What follows belongs to an exercise in optimizing a design on an open flow for small area; a production flow would make more cautious choices. The RTL was checked by simulation tests, not by an equivalence proof against the original design. Power and IR drop assume default switching activity.

==> flow/constraint.sdc <==
create_clock -name core_clock -period 6.5 [get_ports {clock}]
set_input_delay 1.3000 -clock core_clock [delete_from_list [all_inputs] [get_ports {clock}]]
set_output_delay 1.3000 -clock core_clock [all_outputs]
set_load 0.01 [all_outputs]
==> flow/config.mk <==
export PLATFORM = sky130hd
export DESIGN_NAME = band_filter_sequencer
export DESIGN_NICKNAME = band_filter_sequencer
export VERILOG_FILES = /design/flow/design.v
export SDC_FILE = /design/flow/constraint.sdc
export NUM_CORES = 4
export LEC_CHECK = 0
export CAP_MARGIN = 20
export CORE_MARGIN = 2
export CORE_UTILIZATION = 40
export SLEW_MARGIN = 20
==> flow/design.v <==
package band_pkg;
  localparam int DEFAULT_FREQ_W    = 32;
  localparam int DEFAULT_NUM_BANDS = 8;
endpackage
module band_match
#(
  parameter int  FREQ_W    = 32,
  parameter int  NUM_BANDS = 8,
  parameter int  HYST_HZ   = 10000,
  localparam int IDX_W     = $clog2(NUM_BANDS)
) (
  input  logic                            clock,
  input  logic                            reset,
  input  logic [FREQ_W-1:0]               freq,
  input  logic [NUM_BANDS-1:1][FREQ_W-1:0] lo,
  input  logic [NUM_BANDS-1:1][FREQ_W-1:0] hi,
  input  logic [NUM_BANDS-1:1]            en,
  input  logic [IDX_W-1:0]                cur_band,
  input  logic                            tx,
  output logic [IDX_W-1:0]                cand
);
  function automatic logic ge(input logic [FREQ_W-1:0] a, input logic [FREQ_W-1:0] b);
    ge = 1'b1;
    for (int i = 0; i < FREQ_W; i++)
      ge = (a[i] & ~b[i]) | (a[i] & ge) | (~b[i] & ge);
  endfunction
  localparam logic [FREQ_W-1:0] HYST = FREQ_W'(HYST_HZ);
  logic [NUM_BANDS-1:1] hit;
  logic [IDX_W-1:0]     prio;
  logic [FREQ_W-1:0]    cur_lo, cur_hi;
  logic [FREQ_W:0]      f_plus;
  logic [FREQ_W-1:0]    f_minus;
  logic                 hyst;
  logic [IDX_W-1:0]     c1_d, c1_q, cand_q;
  always_comb begin
    for (int k = 1; k < NUM_BANDS; k++)
      hit[k] = en[k] & ge(freq, lo[k]) & ~ge(freq, hi[k]);
    prio = '0;
    for (int k = NUM_BANDS - 1; k >= 1; k--)
      if (hit[k]) prio = IDX_W'(k);
  end
  always_comb begin
    cur_lo = '0;
    cur_hi = '0;
    for (int k = 1; k < NUM_BANDS; k++) begin
      cur_lo |= lo[k] & {FREQ_W{cur_band == IDX_W'(k)}};
      cur_hi |= hi[k] & {FREQ_W{cur_band == IDX_W'(k)}};
    end
    f_plus  = {1'b0, freq} + {1'b0, HYST};
    f_minus = freq - HYST;
    hyst = (cur_band != '0) && en[cur_band]
        && (f_plus[FREQ_W] || ge(f_plus[FREQ_W-1:0], cur_lo))
        && (freq != '1)
        && (!ge(freq, HYST) || !ge(f_minus, cur_hi));
    c1_d = tx ? '0 : (hyst ? cur_band : prio);
  end
  always_ff @(posedge clock) begin
    if (reset) begin
      c1_q   <= '0;
      cand_q <= '0;
    end else begin
      c1_q   <= c1_d;
      cand_q <= c1_q;
    end
  end
  assign cand = cand_q;
endmodule
module band_filter_sequencer
#(
  parameter int  FREQ_W        = 32,
  parameter int  NUM_BANDS     = 8,
  parameter int  BREAK_CYCLES  = 4,
  parameter int  SETTLE_CYCLES = 8,
  parameter int  HYST_HZ       = 10000,
  localparam int IDX_W         = $clog2(NUM_BANDS)
) (
  input  logic                 clock,
  input  logic                 reset,
  input  logic [FREQ_W-1:0]    frequency,
  input  logic                 freq_valid,
  input  logic                 tx,
  input  logic                 tbl_we,
  input  logic [IDX_W-1:0]     tbl_addr,
  input  logic [FREQ_W-1:0]    tbl_lo,
  input  logic [FREQ_W-1:0]    tbl_hi,
  input  logic                 tbl_en,
  output logic [NUM_BANDS-1:0] filt_sel,
  output logic                 mute,
  output logic                 busy
);
  localparam int SEQ_MAX = SETTLE_CYCLES + BREAK_CYCLES;
  localparam int SEQ_W   = $clog2(SEQ_MAX + 1);
  localparam logic [SEQ_W-1:0] SEQ_BRK  = SEQ_W'(SEQ_MAX);
  localparam logic [SEQ_W-1:0] SEQ_LAST = SEQ_W'(SETTLE_CYCLES + 1);
  logic [FREQ_W-1:0]                freq_q;
  logic [NUM_BANDS-1:1][FREQ_W-1:0] lo_q, hi_q;
  logic [NUM_BANDS-1:1]             en_q;
  logic [IDX_W-1:0]                 cur_q;
  logic [SEQ_W-1:0]                 seq_q;
  logic [IDX_W-1:0]                 cand;
  logic                             in_break;
  band_match #(
    .FREQ_W    (FREQ_W),
    .NUM_BANDS (NUM_BANDS),
    .HYST_HZ   (HYST_HZ)
  ) u_match (
    .clock    (clock),
    .reset    (reset),
    .freq     (freq_q),
    .lo       (lo_q),
    .hi       (hi_q),
    .en       (en_q),
    .cur_band (cur_q),
    .tx       (tx),
    .cand     (cand)
  );
  always_ff @(posedge clock) begin
    for (int k = 1; k < NUM_BANDS; k++) begin
      if (tbl_we && tbl_addr == IDX_W'(k)) begin
        lo_q[k] <= tbl_lo;
        hi_q[k] <= tbl_hi;
      end
    end
  end
  assign in_break = (seq_q > SEQ_W'(SETTLE_CYCLES));
  always_ff @(posedge clock) begin
    if (reset) begin
      freq_q <= '0;
      en_q   <= '0;
      cur_q  <= '0;
      seq_q  <= '0;
    end else begin
      if (freq_valid) freq_q <= frequency;
      for (int k = 1; k < NUM_BANDS; k++)
        if (tbl_we && tbl_addr == IDX_W'(k)) en_q[k] <= tbl_en;
      if (in_break) begin
        seq_q <= seq_q - SEQ_W'(1);
        if (seq_q == SEQ_LAST) cur_q <= cand;
      end else if (cand != cur_q) begin
        seq_q <= SEQ_BRK;
      end else if (seq_q != '0) begin
        seq_q <= seq_q - SEQ_W'(1);
      end
    end
  end
  assign filt_sel = in_break ? '0 : (NUM_BANDS'(1) << cur_q);
  assign mute     = (seq_q != '0);
  assign busy     = (seq_q != '0);
endmodule
==> flow/run.sh <==
#!/bin/bash
# synth_recipe.tcl (not shown) runs the flow's synth.tcl, then flattens the netlist and writes it again
# the make line also repeats each setting of config.mk as NAME=value (left out here)
make -C /OpenROAD-flow-scripts/flow DESIGN_CONFIG=/design/flow/config.mk WORK_HOME=/design/flow/orfs CLKGATE_MAP_FILE= SYNTH_SCRIPT=/design/flow/synth_recipe.tcl finish
==> flow_metrics.env <==
export IMPL_status="complete, no violations"
export IMPL_hpwl_mm=77.7
export IMPL_min_to="u_match.cand_q[0]$_SDFF_PP0_"
export IMPL_start_util=0.403
export IMPL_core_rowCount=96
export IMPL_dr_pass1_iters=11
export IMPL_synth_compound_area_frac=0.223
export IMPL_grt_pass1_vias=22600
export IMPL_start_kind="register"
export IMPL_h_tree_depth=2
export IMPL_yosysSeqAreaShare=0.524
export IMPL_powerDensity_nw_per_um2=255
export IMPL_overflow=0
export IMPL_grt_usage=0.303
export IMPL_r2r_end="u_match.c1_q[2]$_SDFF_PP0_"
export IMPL_synth_edf_count=448
export IMPL_fmax_mhz=198
export IMPL_cts_setup_buffers=0
export IMPL_power_leakage_nw=10.5
export IMPL_wl_met1_mm=46.2
export IMPL_diodes=0
export IMPL_muxShareOfSynthArea=0.0146
export IMPL_skew_ps=22.8
export IMPL_synth_avg_cell_area_um2=10.6
export IMPL_synthCells=2618
export IMPL_rr_worst_depth=12
export IMPL_core_area_um2=68600
export IMPL_synthArstFlopShare=0
export IMPL_ys_warn_count=2
export IMPL_ant_nets=0
export IMPL_numCtsBuffers=55
export IMPL_synth_area_um2=27700
export IMPL_die_height_um=267
export IMPL_cp_end_kind="register"
export IMPL_final_hold_viol_count=0
export IMPL_drive_gt1_frac=0.0850
export IMPL_synth_distinct_cells=84
export IMPL_finalSetupViolCount=0
export IMPL_wl_met3_mm=14.8
export IMPL_cts_sinks=500
export IMPL_num_nets_final=2808
export IMPL_hold_buffers=0
export IMPL_synth_xor_area_frac=0.0130
export IMPL_vias_per_cell=6.67
export IMPL_reg2reg_slack_ps=1450
export IMPL_cts_clk_slew_worst_paths_ps=60
export IMPL_die_w_um=267
export IMPL_clock_latency_ps=650
export IMPL_grt_max_degree=65
export IMPL_routed_wl_mm=111
export IMPL_area_delta_synth_final_pct=15.6
export IMPL_io_pins=115
export IMPL_drc=0
export IMPL_hold_path_class="reg2reg"
export IMPL_route_met2_wl_mm=45.6
export IMPL_cp_required_ps=7020
export IMPL_synth_simple_gate_area_frac=0.141
export IMPL_synth_seq_cells=500
export IMPL_cts_buffer_depth=3
export IMPL_critical_path_class="reg2reg"
export IMPL_fin_crit_sh=0.777
export IMPL_max_slew_margin=0.234
export IMPL_synth_fp_nets=2733
export IMPL_yosys_area_share_adder=0.0422
export IMPL_synth_top_family_by_area="compound AO/OA/AOI/OAI gates"
export IMPL_fin_tns_setup_ps=0
export IMPL_cts_root_buf="clkbuf_16"
export IMPL_drt_initial_drc_count=4508
export IMPL_crit_fanout=25
export IMPL_max_cap_violations=0
export IMPL_num_vias=24500
export IMPL_cts_tree="done"
export IMPL_ir_drop_uv=234
export IMPL_io_buffers=114
export IMPL_finalCriticalPeriod_ps=5050
export IMPL_place_congestion=1.00
export IMPL_fin_cells=3671
export IMPL_worst_endpoint_arrival_ps=5570
export IMPL_drv_slew=0
export IMPL_worst_pin_slew_ps=1150
export IMPL_grt_setup_unrepaired="false"
export IMPL_drt_wirelength_per_cell_um=30.1
export IMPL_hold_start="u_match.c1_q[0]$_SDFF_PP0_"
export IMPL_postCtsResizedCells=0
export IMPL_placed_cells=3567
export IMPL_ys_flop_type="edfxtp_1"
export IMPL_grt_pass1_wl_mm=158
export IMPL_holdPathStages=1
export IMPL_grt_antenna_before_repair=2
export IMPL_die_area_um2=71300
export IMPL_top_layer="met5"
export IMPL_worstReg2RegStart="freq_q[4]$_SDFFE_PP0P_"
power breakdown:
| group | internal [W] | switching (W) |
|---|---|---|
| Clock | 0.00205 | 0.00138 |
| Combinational | 0.000362 | 0.000622 |
| Sequential | 0.00363 | 0.000133 |
| Total | 0.00603 | 0.00213 |
layout make-up:
cell class	instances	area, um2
multi-input cells	1812	12100
repair buffers	194	1750
flip-flops and latches	500	14500
clock inverters	38	519
clock buffers	66	1460
fillers	6248	36600
well taps	931	1160
inverters	130	488
sequential cells by signal, indices dropped and copies added, names as in the netlist:
name and count:
hi_q 224, lo_q 224, freq_q 32, en_q 7, seq_q 4, cur_q 3
u_match.c1_q 3, u_match.cand_q 3
worst max-delay path: stages, from the launching register on:
cell       delay (ps)
dfxtp_1           510
inv_1             760
ha_1              310
nor3b_2           540
o211ai_1          470
or3_1             470
xnor2_1           280
a2111oi_0         160
o41ai_1           400
a21boi_0          160
a211o_2           390
and3_1            220
a32o_1            230
Yosys cell counts, drive strengths merged (52+ instances only):
cell | instances | area (um2)
nand3 | 96 | 480
a22oi | 151 | 1130
dfxtp | 52 | 1040
nor2b | 97 | 607
nor2 | 141 | 529
nand2b | 89 | 557
edfxtp | 448 | 13500
o21ai | 104 | 521
a21oi | 104 | 521
nand2 | 213 | 800
inv | 119 | 447
a222oi | 76 | 761
maj3 | 104 | 1040
clkbuf | 127 | 477
o22ai | 79 | 494
how the worst max path moves through the flow:
| stage | start | end |
|---|---|---|
| 2_1_floorplan | tbl_we | en_q[4]$_SDFFE_PP0P_ |
| 3_3_place_gp | freq_q[4]$_SDFFE_PP0P_ | u_match.c1_q[2]$_SDFF_PP0_ |
| 3_5_place_dp | freq_q[5]$_SDFFE_PP0P_ | u_match.c1_q[2]$_SDFF_PP0_ |
| 4_1_cts | freq_q[5]$_SDFFE_PP0P_ | u_match.c1_q[2]$_SDFF_PP0_ |
| 5_1_grt | freq_q[5]$_SDFFE_PP0P_ | u_match.c1_q[2]$_SDFF_PP0_ |
| 6_report | freq_q[4]$_SDFFE_PP0P_ | u_match.c1_q[2]$_SDFF_PP0_ |
per-stage QoR:
stage               setup WS (ps)  power (W)  cell area (um2)   util  hold slack, ps
floorplan                    2.07    0.00432            27700      -             414
global placement             1640    0.00475            30000  0.437             433
detailed placement           1560    0.00477            30000  0.437             432
CTS                          1460    0.00815            32000  0.466             441
global route                  968    0.00839            32000  0.466             460
finish                       1450    0.00817            32000  0.466             445
layer usage:
layer,track usage,vias to the layer above
met3,0.0835,246
met4,0.102,2
met5,0,-
met1,0.442,12000
li1,-,10500
met2,0.430,1768
cell usage in the layout (no fill, tap or decap), types with 11 or more instances in the layout:
cell type | synthesis | final
a2111oi_0 | 27 | 24
a211oi_1 | 23 | 23
a21oi_1 | 104 | 104
a221oi_1 | 14 | 14
a222oi_1 | 76 | 76
a22o_1 | 14 | 14
a22oi_1 | 151 | 151
a2bb2oi_1 | 11 | 11
a31o_2 | 17 | 17
a31oi_1 | 38 | 38
and2_1 | 11 | 11
and3_1 | 19 | 19
buf_4 | 1 | 78
bufinv_16 | 0 | 11
clkbuf_16 | 0 | 55
clkdlybuf4s50_1 | 0 | 112
clkinv_1 | 11 | 16
clkinv_2 | 0 | 12
dfxtp_1 | 52 | 51
edfxtp_1 | 448 | 448
inv_1 | 118 | 117
maj3_1 | 102 | 102
mux2i_1 | 37 | 37
nand2_1 | 213 | 213
nand2b_1 | 89 | 89
nand3_1 | 96 | 96
nand4_1 | 16 | 16
nor2_1 | 141 | 135
nor2b_1 | 97 | 97
nor3_1 | 26 | 25
nor4_1 | 12 | 12
o2111ai_1 | 20 | 20
o211ai_1 | 20 | 20
o21ai_0 | 104 | 104
o221ai_1 | 26 | 26
o22ai_1 | 79 | 79
o31ai_1 | 15 | 15
xnor2_1 | 39 | 39
cell families after synthesis:
logic type / after synthesis
AOI/OAI and AO/OA: 841
xor gates and xnor gates: 41
adders and majority gates: 114
buffers and inverters: 306
DFF: 500
muxes: 39
and+or+nand+nor: 777

## re-timing with driven ports
The results above use ideal ports. As a check the final layout listed here was re-extracted and re-timed, cells and wires unchanged.
Step 1, drivers: a clkbuf_16 drives clock and a buf_2 each remaining input, both assumed.
Step 2, shift: input delay + t, output delay - t, t = (earliest + latest rising clock arrival at the registers) / 2. This alone moves slack from input paths to output paths.
Three values: ideal, step 1, step 2; two values: the first two.
t, ns: 0.704
slack for setup (ns): 1.451 / 1.451 / 1.451
hold slack, ns: 0.445 / 0.445 / 0.445
worst setup path at the end: register to register
After both steps this run still meets setup and hold. The setup slack of this run moves by 0.000 ns with the drivers and by 0.000 ns with both steps.
